This is an optimization exercise on Yosys and OpenROAD, whose aim is small area, a short achievable clock period and few clock cycles per item, not a production implementation.
Function was checked by simulation only, so behaviour that the tests miss may differ from the original.
Power is estimated from default activity; no workload was simulated.

## message_field_filter_core
module message_field_filter_core
(
    input  logic        clk,
    input  logic        rst_n,
    input  logic        cfg_we,
    input  logic [2:0]  cfg_index,
    input  logic [63:0] cfg_data,
    input  logic        in_valid,
    output logic        in_stall,
    input  logic [7:0]  data_byte,
    input  logic        last_byte,
    output logic        out_valid,
    input  logic        out_stall,
    output logic        matched,
    output logic [15:0] slice_start,
    output logic [15:0] slice_length,
    output logic [15:0] message_size,
    output logic        size_overflow
);
Size: about 300 flip-flops, about 130 I/O pins, roughly 0.013 mm2 of cells after synthesis.
export LEC_CHECK = 0
export CAP_MARGIN = 20
export CORE_MARGIN = 2
export CORE_UTILIZATION = 50
export CTS_BUF_LIST = sky130_fd_sc_hd__clkbuf_8 sky130_fd_sc_hd__clkbuf_16
export CTS_CLUSTER_DIAMETER = 80
export CTS_CLUSTER_SIZE = 24
export SLEW_MARGIN = 20
create_clock -name core_clock -period 8.5 [get_ports {clk}]
standard.sh (not shown) runs the stock make flow with config.mk's settings and CLKGATE_MAP_FILE= SYNTH_SCRIPT=/design/flow/synth_recipe.tcl, a recipe that flattens the netlist after the stock synthesis.
==> flow/flow/run.sh <==
#!/bin/bash
set -euo pipefail
export BUFFER_PORTS_ARGS="-buffer_cell sky130_fd_sc_hd__buf_1"
export SETUP_SLACK_MARGIN=5.8
bash standard.sh > flow_make.log 2>&1
The baseline finished with timing, DRC and antenna clean.
Testbench counts at the start, summed over its fixed seeds: cycles 31,637, items 2,400.
Rerun with:
==> flow/flow/run.sh (replaced) <==
#!/bin/bash
set -euo pipefail
export BUFFER_PORTS_ARGS="-buffer_cell sky130_fd_sc_hd__buf_2"
export SETUP_SLACK_MARGIN=5.8
export CTS_ARGS="-repair_clock_nets"
bash standard.sh > flow_make.log 2>&1
CTS_BUF_LIST = default   (was sky130_fd_sc_hd__clkbuf_8 sky130_fd_sc_hd__clkbuf_16)
CTS_CLUSTER_DIAMETER = default   (was 80)
CTS_CLUSTER_SIZE = default   (was 24)
Register-to-register slack gets better by 20 ps. Design area increases by 7.4%. Fmax fell by 1.0%. Count of clock-buffer cells in the layout grows by 35. Routed wire length climbs by 5.3%. Clock power increases by 100%. Combinational power goes up by 2.5%. Global-route usage climbs by 1.4 points. Power rose by 24%. Synthesized area stays the same.
Rerun with:
--- a/flow/flow/run.sh
+++ b/flow/flow/run.sh
@@ -5 +4,0 @@
-export CTS_ARGS="-repair_clock_nets"
CORE_UTILIZATION = 60   (was 50)
CTS_CLUSTER_DIAMETER = 80   (was default)
CTS_CLUSTER_SIZE = 24   (was default)
The changed run went through all stages and came out clean; non-clock buffer count climbs by 1; register-to-register slack barely changes; die area drops by about a fifth; first-iteration DRC count drops by a quarter to a third; power drops by about a fifth; final cell count drops by a few percent; synthesized area is unchanged; clock-buffer cell count drops by 26; critical path depth stays the same.

---

Setup of before:
message_field_filter_core, a different RTL version from the one above (not shown whole).
Size in the first run: roughly 900 cells after synthesis, about 130 I/O pins, about 13000 um^2 of cells after synthesis.
## message_field_filter_core
module message_field_filter_core
(
    input  logic        clk,
    input  logic        rst_n,
    input  logic        cfg_we,
    input  logic [2:0]  cfg_index,
    input  logic [63:0] cfg_data,
    input  logic        in_valid,
    output logic        in_stall,
    input  logic [7:0]  data_byte,
    input  logic        last_byte,
    output logic        out_valid,
    input  logic        out_stall,
    output logic        matched,
    output logic [15:0] slice_start,
    output logic [15:0] slice_length,
    output logic [15:0] message_size,
    output logic        size_overflow
);
export LEC_CHECK = 0
export CAP_MARGIN = 20
export CORE_MARGIN = 2
export CORE_UTILIZATION = 40
export CTS_CLUSTER_DIAMETER = 80
export CTS_CLUSTER_SIZE = 24
export SLEW_MARGIN = 20
create_clock -name core_clock -period 8.5 [get_ports {clk}]
==> flow/flow/run.sh <==
#!/bin/bash
set -euo pipefail
export BUFFER_PORTS_ARGS="-buffer_cell sky130_fd_sc_hd__buf_2"
export SETUP_SLACK_MARGIN=5.6
bash standard.sh > flow_make.log 2>&1
Testbench counts of before, summed over its fixed seeds: cycles 31,637, items 2,400.
diff inputs: before => after
==> flow/flow/run.sh <==
#!/bin/bash
set -euo pipefail
export BUFFER_PORTS_ARGS="-buffer_cell sky130_fd_sc_hd__buf_2"
export SETUP_SLACK_MARGIN=5.8
bash standard.sh > flow_make.log 2>&1
### Flow results
Relative to before, the met2 layer wire length in the routed design measured on after has increased slightly. Between after and before, the difference in share of cell area taken by flip-flops and latches is negligible. after against before: slack of the critical path up 0.079 ns; worst vdd rail ir drop up about 20%.

---

== red ==
The RTL this note starts from:
==> flow/design.v <==
`timescale 1ns / 1ps
module mff_prefix #(parameter int N = 8)
(
    input  logic [N-1:0] g,
    input  logic [N-1:0] p,
    input  logic         cin,
    output logic [N:0]   c
);
    logic [N-1:0] gg;
    logic [N-1:0] pp;
    always_comb
    begin
        gg = g;
        pp = p;
        gg[0] = g[0] | (p[0] & cin);
        for (int l = 0; (1 << l) < N; l++)
        begin
            for (int i = 0; i < N; i++)
            begin
                if (((i >> l) & 1) == 1)
                begin
                    gg[i] = gg[i] | (pp[i] & gg[((i >> l) << l) - 1]);
                    pp[i] = pp[i] & pp[((i >> l) << l) - 1];
                end
            end
        end
        c = {gg, cin};
    end
endmodule
`timescale 1ns / 1ps
module message_field_filter_core
(
    input  logic        clk,
    input  logic        rst_n,
    input  logic        cfg_we,
    input  logic [2:0]  cfg_index,
    input  logic [63:0] cfg_data,
    input  logic        in_valid,
    output logic        in_stall,
    input  logic [7:0]  data_byte,
    input  logic        last_byte,
    output logic        out_valid,
    input  logic        out_stall,
    output logic        matched,
    output logic [15:0] slice_start,
    output logic [15:0] slice_length,
    output logic [15:0] message_size,
    output logic        size_overflow
);
    logic [1:0]  c_mode;
    logic [15:0] c_req;
    logic [15:0] c_off;
    logic [3:0]  c_cnt;
    logic [63:0] c_tmpl;
    logic [31:0] c_rstart;
    logic [31:0] c_rwidth;
    logic [15:0] c_slice;
    always_ff @(posedge clk)
    begin
        if (cfg_we)
        begin
            case (cfg_index)
                3'd0: c_mode   <= cfg_data[1:0];
                3'd1: c_req    <= cfg_data[15:0];
                3'd2: c_off    <= cfg_data[15:0];
                3'd3: c_cnt    <= cfg_data[3:0];
                3'd4: c_tmpl   <= cfg_data;
                3'd5: c_rstart <= cfg_data[31:0];
                3'd6: c_rwidth <= cfg_data[31:0];
                default: c_slice <= cfg_data[15:0];
            endcase
        end
    end
    logic is_tmpl, is_range, is_slice;
    assign is_tmpl  = (c_mode == 2'd0);
    assign is_range = (c_mode == 2'd1);
    assign is_slice = (c_mode == 2'd2);
    logic [7:0] nmask, mlast;
    always_comb
    begin
        for (int j = 0; j < 8; j++)
        begin
            nmask[j] = c_cnt[3] || (3'(j) < c_cnt[2:0]);
            mlast[j] = is_range ? (j == 3)
                     : c_cnt[3] ? (j == 7)
                     :            (3'(j + 1) == c_cnt[2:0]);
        end
    end
    logic       in_valid_reg;
    logic [7:0] data_reg;
    logic       last_reg;
    logic        inmsg;      
    logic        done;       
    logic [15:0] size;
    logic        full_r;     
    logic        ovf;
    logic        flag;       
    logic        met;        
    logic        teq;        
    logic        b1;         
    logic        b2;         
    logic [8:0]  pos;        
    logic [3:0]  rpos;       
    logic        pos0_n;     
    logic        rpos0_n;    
    logic [8:1]  pos_hi;
    logic [3:1]  rpos_hi;
    logic        o_matched;
    logic [15:0] o_size;
    logic        o_ovf;
    logic [15:0] o_start;
    logic [15:0] o_len;
    logic        stall_r;
    logic push, fire, adv, full;
    assign push     = done && !out_valid;
    assign fire     = in_valid_reg && (!done || push);
    assign full     = inmsg && full_r;
    assign adv      = fire && !full;
    assign in_stall = stall_r;
    logic in_valid_reg_n, done_n, out_valid_n;
    assign in_valid_reg_n = in_valid || stall_r;
    assign done_n         = (fire && last_reg) || (done && !push);
    assign out_valid_n    = push || (out_valid && out_stall);
    always_ff @(posedge clk or negedge rst_n)
    begin
        if (!rst_n)
        begin
            in_valid_reg <= 1'b0;
            done         <= 1'b0;
            out_valid    <= 1'b0;
            stall_r      <= 1'b0;
        end
        else
        begin
            in_valid_reg <= in_valid_reg_n;
            done         <= done_n;
            out_valid    <= out_valid_n;
            stall_r      <= in_valid_reg_n && done_n && out_valid_n;
        end
    end
    always_ff @(posedge clk)
    begin
        if (!stall_r)
        begin
            data_reg <= data_byte;
            last_reg <= last_byte;
        end
    end
    logic [15:0] size_inc;
    logic [15:0] cnt_next;
    logic [16:0] inc_c;
    mff_prefix #(.N(16)) u_inc (
        .g   (16'd0),
        .p   (size),
        .cin (1'b1),
        .c   (inc_c)
    );
    assign size_inc = size ^ inc_c[15:0];
    assign cnt_next = inmsg ? size_inc : 16'd1;
    logic [16:0] ncnt, oa, sa, sb, ssum, scar;
    logic        eq_off, eq_sum, eq_t;
    assign ncnt   = ~{1'b0, (inmsg ? size : 16'd0)};
    assign oa     = {1'b0, c_off};
    assign eq_off = ((oa ^ ncnt) == {(oa[15:0] | ncnt[15:0]), 1'b0});
    assign sa     = {1'b0, c_slice};
    assign ssum   = oa ^ sa ^ ncnt;
    assign scar   = {(oa[15:0] & sa[15:0]) | (oa[15:0] & ncnt[15:0]) | (sa[15:0] & ncnt[15:0]), 1'b0};
    assign sb     = {(ssum[15:0] | scar[15:0]), 1'b0};
    assign eq_sum = ((ssum ^ scar) == sb);
    always_ff @(posedge clk)
        if (adv)
            eq_t <= is_slice ? eq_sum : eq_off;
    logic t_zero;
    always_ff @(posedge clk)
        t_zero <= (c_off == 16'd0) && (!is_slice || c_slice == 16'd0);
    logic flag_cur, met_cur, teq_cur, win;
    assign pos  = {pos_hi, !pos0_n};
    assign rpos = {rpos_hi, !rpos0_n};
    assign flag_cur = inmsg ? (flag || eq_t) : t_zero;
    assign met_cur  = inmsg && met;
    assign teq_cur  = !inmsg || teq;
    assign win      = flag_cur && !pos[8];
    logic        t_win, r_win;
    logic [7:0]  t_byte, nrs_byte, nrw_byte;    
    always_comb
    begin
        t_byte  = '0;
        for (int j = 0; j < 8; j++)
            t_byte = t_byte | ({8{pos[j]}} & c_tmpl[8*j +: 8]);
    end
    logic [3:0] rpos_n;
    logic       r_shift, r_start;
    logic [7:0] rs_nxt, rw_nxt;
    assign r_shift = adv && win && is_range;
    assign r_start = !inmsg || (fire && last_reg);
    assign rpos_n  = (fire && last_reg) ? 4'b0001
                   : r_shift            ? {rpos[2:0], 1'b0}
                   :                      rpos;
    always_comb
    begin
        rs_nxt = '0;
        rw_nxt = '0;
        for (int j = 0; j < 3; j++)
        begin
            rs_nxt = rs_nxt | ({8{rpos[j]}} & c_rstart[8*(j+1) +: 8]);
            rw_nxt = rw_nxt | ({8{rpos[j]}} & c_rwidth[8*(j+1) +: 8]);
        end
    end
    always_ff @(posedge clk)
    begin
        if (r_shift && !last_reg)
        begin
            nrs_byte <= ~rs_nxt;
            nrw_byte <= ~rw_nxt;
        end
        else if (r_start)
        begin
            nrs_byte <= ~c_rstart[7:0];
            nrw_byte <= ~c_rwidth[7:0];
        end
    end
    assign t_win = is_tmpl && win && (|(pos[7:0] & nmask));
    assign r_win = is_range && win && (|rpos);
    logic       b1_in, b2_in, b1_new, b2_new;
    logic [8:0] c1;
    assign b1_in = !rpos[0] && b1;
    assign b2_in = !rpos[0] && b2;
    mff_prefix #(.N(8)) u_b1 (
        .g   (data_reg & nrs_byte),
        .p   (data_reg | nrs_byte),
        .cin (!b1_in),
        .c   (c1)
    );
    assign b1_new = !c1[8];
    logic [7:0] s3, k3;
    logic [8:0] y3;
    logic [8:0] c3;
    assign s3 = data_reg ^ nrs_byte ^ nrw_byte;
    assign k3 = (data_reg & nrs_byte) | (data_reg & nrw_byte) | (nrs_byte & nrw_byte);
    assign y3 = {k3, !b1_in};
    mff_prefix #(.N(8)) u_b2 (
        .g   (s3 & y3[7:0]),
        .p   (s3 | y3[7:0]),
        .cin (!b2_in),
        .c   (c3)
    );
    assign b2_new = b1_new ? !(y3[8] | c3[8]) : !(y3[8] & c3[8]);
    assign b2_eff = b2;
    always_ff @(posedge clk)
        if (adv && r_win)
        begin
            b1 <= b1_new;
            b2 <= b2_new;
        end
    always_ff @(posedge clk or negedge rst_n)
    begin
        if (!rst_n)
        begin
            inmsg <= 1'b0;
            pos0_n  <= 1'b0;
            pos_hi  <= '0;
            rpos0_n <= 1'b0;
            rpos_hi <= '0;
        end
        else
        begin
            rpos0_n <= !rpos_n[0];
            rpos_hi <= rpos_n[3:1];
            if (fire)
                inmsg <= !last_reg;
            if (fire && last_reg)
            begin
                pos0_n  <= 1'b0;
                pos_hi  <= '0;
            end
            else if (adv && win)
            begin
                pos0_n <= 1'b1;
                pos_hi <= pos[7:0];
            end
        end
    end
    always_ff @(posedge clk)
    begin
        if (fire && full)
            ovf <= 1'b1;
        if (adv)
        begin
            size   <= cnt_next;
            full_r <= inmsg && (&size[15:1]) && !size[0];
            ovf    <= inmsg && ovf;
            flag   <= flag_cur;
            met    <= met_cur || (win && (|(pos[7:0] & mlast)));
            teq    <= teq_cur && !(t_win && (t_byte != data_reg));
        end
    end
    logic ok_len, ok_mode, b2_eff, flag_end;
    assign flag_end = flag || eq_t;
    assign ok_len = (c_req == 16'd0) || (size == c_req);
    always_comb
    begin
        case (c_mode)
            2'd0:    ok_mode = teq && ((c_cnt == 4'd0) ? flag_end : met);
            2'd1:    ok_mode = b2_eff && met;
            2'd2:    ok_mode = flag_end;
            default: ok_mode = 1'b0;
        endcase
    end
    always_ff @(posedge clk)
    begin
        if (push)
        begin
            o_matched <= !ovf && ok_len && ok_mode;
            o_size    <= size;
            o_ovf     <= ovf;
            o_len     <= is_slice ? c_slice : size;
        end
    end
    always_ff @(posedge clk)
        o_start <= is_slice ? c_off : 16'd0;
    assign matched       = o_matched;
    assign message_size  = o_size;
    assign size_overflow = o_ovf;
    assign slice_start   = o_start;
    assign slice_length  = o_len;
endmodule
export LEC_CHECK = 0
export CAP_MARGIN = 20
export CORE_MARGIN = 2
export CORE_UTILIZATION = 50
export CTS_CLUSTER_DIAMETER = 80
export CTS_CLUSTER_SIZE = 24
export GPL_TIMING_DRIVEN = 0
export SLEW_MARGIN = 20
create_clock -name core_clock -period 8.5 [get_ports {clk}]
==> flow/flow/run.sh <==
#!/bin/bash
set -euo pipefail
export BUFFER_PORTS_ARGS="-buffer_cell sky130_fd_sc_hd__buf_1"
export SETUP_SLACK_MARGIN=5.8
bash standard.sh > flow_make.log 2>&1
Testbench counts of red, summed over its fixed seeds: cycles 31,637, items 2,400.
diff inputs: red => blue
Settings: changing CORE_UTILIZATION from 50 to 40; removing GPL_TIMING_DRIVEN (formerly 0).
==> flow/flow/run.sh <==
#!/bin/bash
set -euo pipefail
export BUFFER_PORTS_ARGS="-buffer_cell sky130_fd_sc_hd__buf_2"
export SETUP_SLACK_MARGIN=5.74
bash standard.sh > flow_make.log 2>&1
Notes after the runs:
- Note that the area of the core region recorded for red amounts to 0.80 times the value seen in blue.
- Detailed route, blue vs red: via total lower for blue
- Total power (higher): blue
- Summary — layout cell share with drive strength beyond 1, blue relative to red: higher, by 7.2 points.
- Insertion delay to the later sink of the worst-skew pair: blue vs red, no meaningful difference
- Worst-case setup margin in the final layout: blue < red
- Register fraction of the total cell area essentially unchanged between blue and red.
- blue improves on red in worst hold slack after final layout.
- Compared with red, blue shows a worst setup skew after layout that is 0.0093 ns higher.
- The higher clock-buffer cell count of red and blue is in blue.
- Comparing the two runs side by side, blue comes out behind red on post-layout minimum cycle time.
## Diff of input files: green against blue
diff --git a/flow/flow/run.sh b/flow/flow/run.sh
--- a/flow/flow/run.sh
+++ b/flow/flow/run.sh
@@ -4 +4 @@
-export SETUP_SLACK_MARGIN=5.74
+export SETUP_SLACK_MARGIN=5.8
Results
green vs blue — sequential share of layout area dropped 0.27 points.
As far as maximum clock frequency is concerned, blue and green perform about the same.
In green, the number of global-route vias before repair came out about 2.4% above the value in blue.
green finished end to end and its layout was clean on timing, DRC and antenna.
blue completed; timing, DRC and antenna clean
green vs blue, count of buffers not belonging to the clock network in the layout went up by 3.

[re-timing with driven ports]
In the flow no input, the clock included, has a driving cell. The finished layouts below were timed again as built, in two steps.
Step 1: set_driving_cell puts a clkbuf_16 on clk and a buf_2 on each other input, an assumption about the parent block.
Step 2 moves the port delays by t, midway between the first and last clock arrival at a register: inputs arrive t later, outputs are due t later. That takes back most of the time a late clock gives input paths.
a / b / c = ideal / step 1 / step 2; a / b = the first two.
run	t (ns)	setup slack, ns	slew at the worst register clock pin (ns)
the first run of note 1	0.548	5.758 / 5.709 / 5.439	0.09 / 0.09
the second run of note 1	0.591	5.731 / 5.684 / 5.345	0.08 / 0.08
the third run of note 1	0.546	5.739 / 5.692 / 5.381	0.10 / 0.10
before	0.555	5.518 / 5.476 / 5.343	0.10 / 0.10
after	0.554	5.597 / 5.581 / 5.373	0.10 / 0.10
red	0.546	5.764 / 5.715 / 5.369	0.10 / 0.10
blue	0.562	5.737 / 5.685 / 5.394	0.10 / 0.10
green	0.571	5.729 / 5.675 / 5.384	0.10 / 0.10
After both steps setup and hold are still met in every run listed. For red, which loses most, drivers alone change the setup slack by -0.049 ns; drivers and shift together by -0.395 ns.
